This is an optimization exercise on Yosys and OpenROAD, whose aim is small area and a short achievable clock period, not a production implementation. Power is estimated from default activity; no workload was simulated.

==> flow/design.v (excerpt) <==
module loadStoreUnit #(
    parameter int unsigned TimerStep = 1
) (
    input  logic clk,
    input  logic arstN,
    input  logic reqValid,
    input  logic reqWrite,
    input  rvMemPkg::widthCode reqWidth,
    input  logic [rvMemPkg::xlen-1:0] reqAddr,
    input  logic [rvMemPkg::xlen-1:0] reqWdata,
    input  logic [rvMemPkg::xlen-1:0] rdataMem,
    input  logic memStall,
    output logic busy,
    output logic done,
    output logic [rvMemPkg::xlen-1:0] rdData,
    output logic [rvMemPkg::xlen-1:0] address,
    output logic weMem,
    output logic reMem,
    output logic [rvMemPkg::xlen-1:0] wdataMem,
    output logic [rvMemPkg::maskWidth-1:0] wmaskMem,
    output logic timerIrq
);
==> module mmioTimer, before the edit <==
module mmioTimer #(
    parameter int unsigned TimerStep = 1
) (
    input  logic clk,
    input  logic arstN,
    input  logic [rvMemPkg::xlen-1:0] reqWdata,
    input  logic busy,
    input  logic reqAddrBit3,                
    input  logic [3:0] notLoadMtimecmp,      
    input  logic writeMtime,                 
    input  logic writeMtimecmp,              
    input  logic [rvMemPkg::xlen-1:0] heldWdata,
    output logic [rvMemPkg::xlen-1:0] mtime,
    output logic [rvMemPkg::xlen-1:0] mtimecmp,
    output logic timerIrq
);
    localparam int xlen = rvMemPkg::xlen;
    logic [xlen-1:0] mtimeInc;
    logic mtimeAllOnes;
    logic [xlen-1:0] mtimeNext;
    logic [xlen-1:0] mtimecmpNext;
    logic [xlen-1:0] other;
    logic [7:0] halfNotGt;
    logic [7:0] halfNotLt;
    logic [7:0] heldNotGt;
    logic [7:0] heldNotLt;
    logic dataGt;
    logic dataLt;
    logic mtimeWasAllOnes;
    logic notIncEqCmp;
    logic notEqCmp;
    logic irqRest;
    logic irqStep;
    logic irqNext;
    logic [3:0] notCarryIn;                  
    logic [4:1] onesBelowNext;
    for (genvar a = 1; a <= 4; a++) begin : gOnesBelow
        assign onesBelowNext[a] = writeMtime ? (&heldWdata[16*a-1:0]) :
                                  ((&mtime[16*a-1:1]) && !mtime[0]);
    end
    always_ff @(posedge clk or negedge arstN) begin
        if (!arstN) begin
            notCarryIn <= '1;
            mtimeAllOnes <= 1'b0;
        end else begin
            notCarryIn <= {~onesBelowNext[3:1], 1'b1};
            mtimeAllOnes <= onesBelowNext[4];
        end
    end
    timerIncrement uIncrement (
        .value(mtime),
        .notCarryIn(notCarryIn[3:1]),
        .inc(mtimeInc)
    );
    assign mtimeNext = writeMtime ? heldWdata :
                       ((TimerStep == 1) ? mtimeInc : mtime + xlen'(TimerStep));
    for (genvar j = 0; j < 4; j++) begin : gCmpNext
        assign mtimecmpNext[16*j +: 16] = notLoadMtimecmp[j] ? mtimecmp[16*j +: 16] : reqWdata[16*j +: 16];
    end
    assign other = reqAddrBit3 ? mtimecmp : mtime;
    compareFront uFront (
        .a(reqWdata),
        .b(other),
        .notGt(halfNotGt),
        .notLt(halfNotLt)
    );
    always_ff @(posedge clk) begin
        heldNotGt <= halfNotGt;
        heldNotLt <= halfNotLt;
        mtimeWasAllOnes <= mtimeAllOnes;
    end
    compareBack uBack (
        .notGtIn(heldNotGt),
        .notLtIn(heldNotLt),
        .gt(dataGt),
        .lt(dataLt)
    );
    incEqual uIncEqual (
        .value(mtime),
        .target(mtimecmp),
        .notIncEq(notIncEqCmp),
        .notEq(notEqCmp)
    );
    always_comb begin
        if (writeMtime) begin
            irqRest = !dataLt;
        end else if (writeMtimecmp) begin
            irqRest = !mtimeAllOnes && (!notEqCmp || (!mtimeWasAllOnes && !dataGt));
        end else begin
            irqRest = !mtimeAllOnes && timerIrq;
        end
    end
    irqJoin uJoin (
        .notIncEq(notIncEqCmp),
        .writeMtime(writeMtime),
        .rest(irqRest),
        .irq(irqStep)
    );
    assign irqNext = (TimerStep == 1) ? irqStep : (mtimeNext >= mtimecmp);
    always_ff @(posedge clk or negedge arstN) begin
        if (!arstN) begin
            mtime <= '0;
            mtimecmp <= platformPkg::mtimecmpReset;
            timerIrq <= 1'b0;
        end else begin
            mtime <= mtimeNext;
            mtimecmp <= mtimecmpNext;
            timerIrq <= irqNext;
        end
    end
endmodule
==> module compareFront, before the edit <==
module compareFront (
    input  logic [63:0] a,
    input  logic [63:0] b,
    output logic [7:0] notGt,
    output logic [7:0] notLt
);
    logic [63:0] g0;
    logic [63:0] l0;
    logic [31:0] g1;
    logic [31:0] l1;
    logic [15:0] g2;
    logic [15:0] l2;
    assign g0 = a & ~b;
    assign l0 = ~a & b;
    for (genvar i = 0; i < 32; i++) begin : gL1
        compareNodePos uNode (
            .gtHigh(g0[2*i+1]), .ltHigh(l0[2*i+1]),
            .gtLow(g0[2*i]), .ltLow(l0[2*i]),
            .notGt(g1[i]), .notLt(l1[i])
        );
    end
    for (genvar i = 0; i < 16; i++) begin : gL2
        compareNodeNeg uNode (
            .notGtHigh(g1[2*i+1]), .notLtHigh(l1[2*i+1]),
            .notGtLow(g1[2*i]), .notLtLow(l1[2*i]),
            .gt(g2[i]), .lt(l2[i])
        );
    end
    for (genvar i = 0; i < 8; i++) begin : gL3
        compareNodePos uNode (
            .gtHigh(g2[2*i+1]), .ltHigh(l2[2*i+1]),
            .gtLow(g2[2*i]), .ltLow(l2[2*i]),
            .notGt(notGt[i]), .notLt(notLt[i])
        );
    end
endmodule
Settings: LEC_CHECK=0, CAP_MARGIN=20, CORE_MARGIN=2, CORE_UTILIZATION=55, CTS_BUF_LIST=sky130_fd_sc_hd__clkbuf_8, CTS_CLUSTER_DIAMETER=70, CTS_CLUSTER_SIZE=12, SETUP_SLACK_MARGIN=1.8, SLEW_MARGIN=20, SYNTH_HIERARCHICAL=1; clock period 4.1 ns.
standard.sh (not shown) runs the stock make flow with config.mk's settings and CLKGATE_MAP_FILE= SYNTH_SCRIPT=/design/flow/synth_recipe.tcl, a recipe that flattens the netlist after the stock synthesis.
==> flow/flow/run.sh <==
#!/bin/bash
# The standard layout, with plain buffers on the ports instead of the
# delay cells buffer_ports picks by default. Every port still gets a buffer.
set -euo pipefail
export BUFFER_PORTS_ARGS="-buffer_cell sky130_fd_sc_hd__buf_1"
bash standard.sh > standard.log 2>&1
Change:
--- a/flow/design.v
+++ b/flow/design.v
@@ -359,11 +359,10 @@
     localparam int xlen = rvMemPkg::xlen;
     logic [xlen-1:0] mtimeInc;
     logic mtimeAllOnes;
     logic [xlen-1:0] mtimeNext;
     logic [xlen-1:0] mtimecmpNext;
-    logic [xlen-1:0] other;
     logic [7:0] halfNotGt;
     logic [7:0] halfNotLt;
     logic [7:0] heldNotGt;
     logic [7:0] heldNotLt;
     logic dataGt;
@@ -397,14 +396,15 @@
     assign mtimeNext = writeMtime ? heldWdata :
                        ((TimerStep == 1) ? mtimeInc : mtime + xlen'(TimerStep));
     for (genvar j = 0; j < 4; j++) begin : gCmpNext
         assign mtimecmpNext[16*j +: 16] = notLoadMtimecmp[j] ? mtimecmp[16*j +: 16] : reqWdata[16*j +: 16];
     end
-    assign other = reqAddrBit3 ? mtimecmp : mtime;
     compareFront uFront (
         .a(reqWdata),
-        .b(other),
+        .bSel(reqAddrBit3),
+        .bOne(mtimecmp),
+        .bZero(mtime),
         .notGt(halfNotGt),
         .notLt(halfNotLt)
     );
     always_ff @(posedge clk) begin
         heldNotGt <= halfNotGt;
@@ -509,22 +509,26 @@
     end
     assign inc = value ^ carry;
 endmodule
 module compareFront (
     input  logic [63:0] a,
-    input  logic [63:0] b,
+    input  logic bSel,
+    input  logic [63:0] bOne,
+    input  logic [63:0] bZero,
     output logic [7:0] notGt,
     output logic [7:0] notLt
 );
+    logic [63:0] notB;
+    assign notB = ~(bSel ? bOne : bZero);
     logic [63:0] g0;
     logic [63:0] l0;
     logic [31:0] g1;
     logic [31:0] l1;
     logic [15:0] g2;
     logic [15:0] l2;
-    assign g0 = a & ~b;
-    assign l0 = ~a & b;
+    assign g0 = a & notB;
+    assign l0 = ~(a | notB);
     for (genvar i = 0; i < 32; i++) begin : gL1
         compareNodePos uNode (
             .gtHigh(g0[2*i+1]), .ltHigh(l0[2*i+1]),
             .gtLow(g0[2*i]), .ltLow(l0[2*i]),
             .notGt(g1[i]), .notLt(l1[i])
The changed run finished clean.
Hold slack loses 53 ps.
Count of clock-buffer cells in the layout shrinks by 1.
Die area shrinks by a few percent.
Global-route usage stays flat.
Sequential power shrinks slightly.
Maximum frequency shrinks by a few percent.
Non-clock buffer count shrinks by 9.
No run of this note included a check of the RTL's function; only the layout flow was run.

## what the ideal ports hide
In the flow no input, the clock included, has a driving cell. The finished layouts below were timed again as built, in two steps.
Step 1, drivers: a clkbuf_16 drives clk and a buf_2 each remaining input, both assumed.
Step 2 also shifts input and output timing later by t, the mid clock arrival at the registers, as if the neighbouring blocks saw the same clock.
Slacks: ideal ports / drivers / drivers and shift; pairs: ideal ports / drivers.
run | t, ns | setup slack, ns | worst slew at a driven data input, ns
the first run | 0.693 | 1.862 / 1.809 / 1.195 | 0.11
the second run | 0.692 | 1.799 / 1.799 / 1.199 | 0.06
After both steps every run listed still meets setup and hold. For the first run, which loses most, drivers alone change the setup slack by -0.053 ns; drivers and shift together by -0.667 ns.
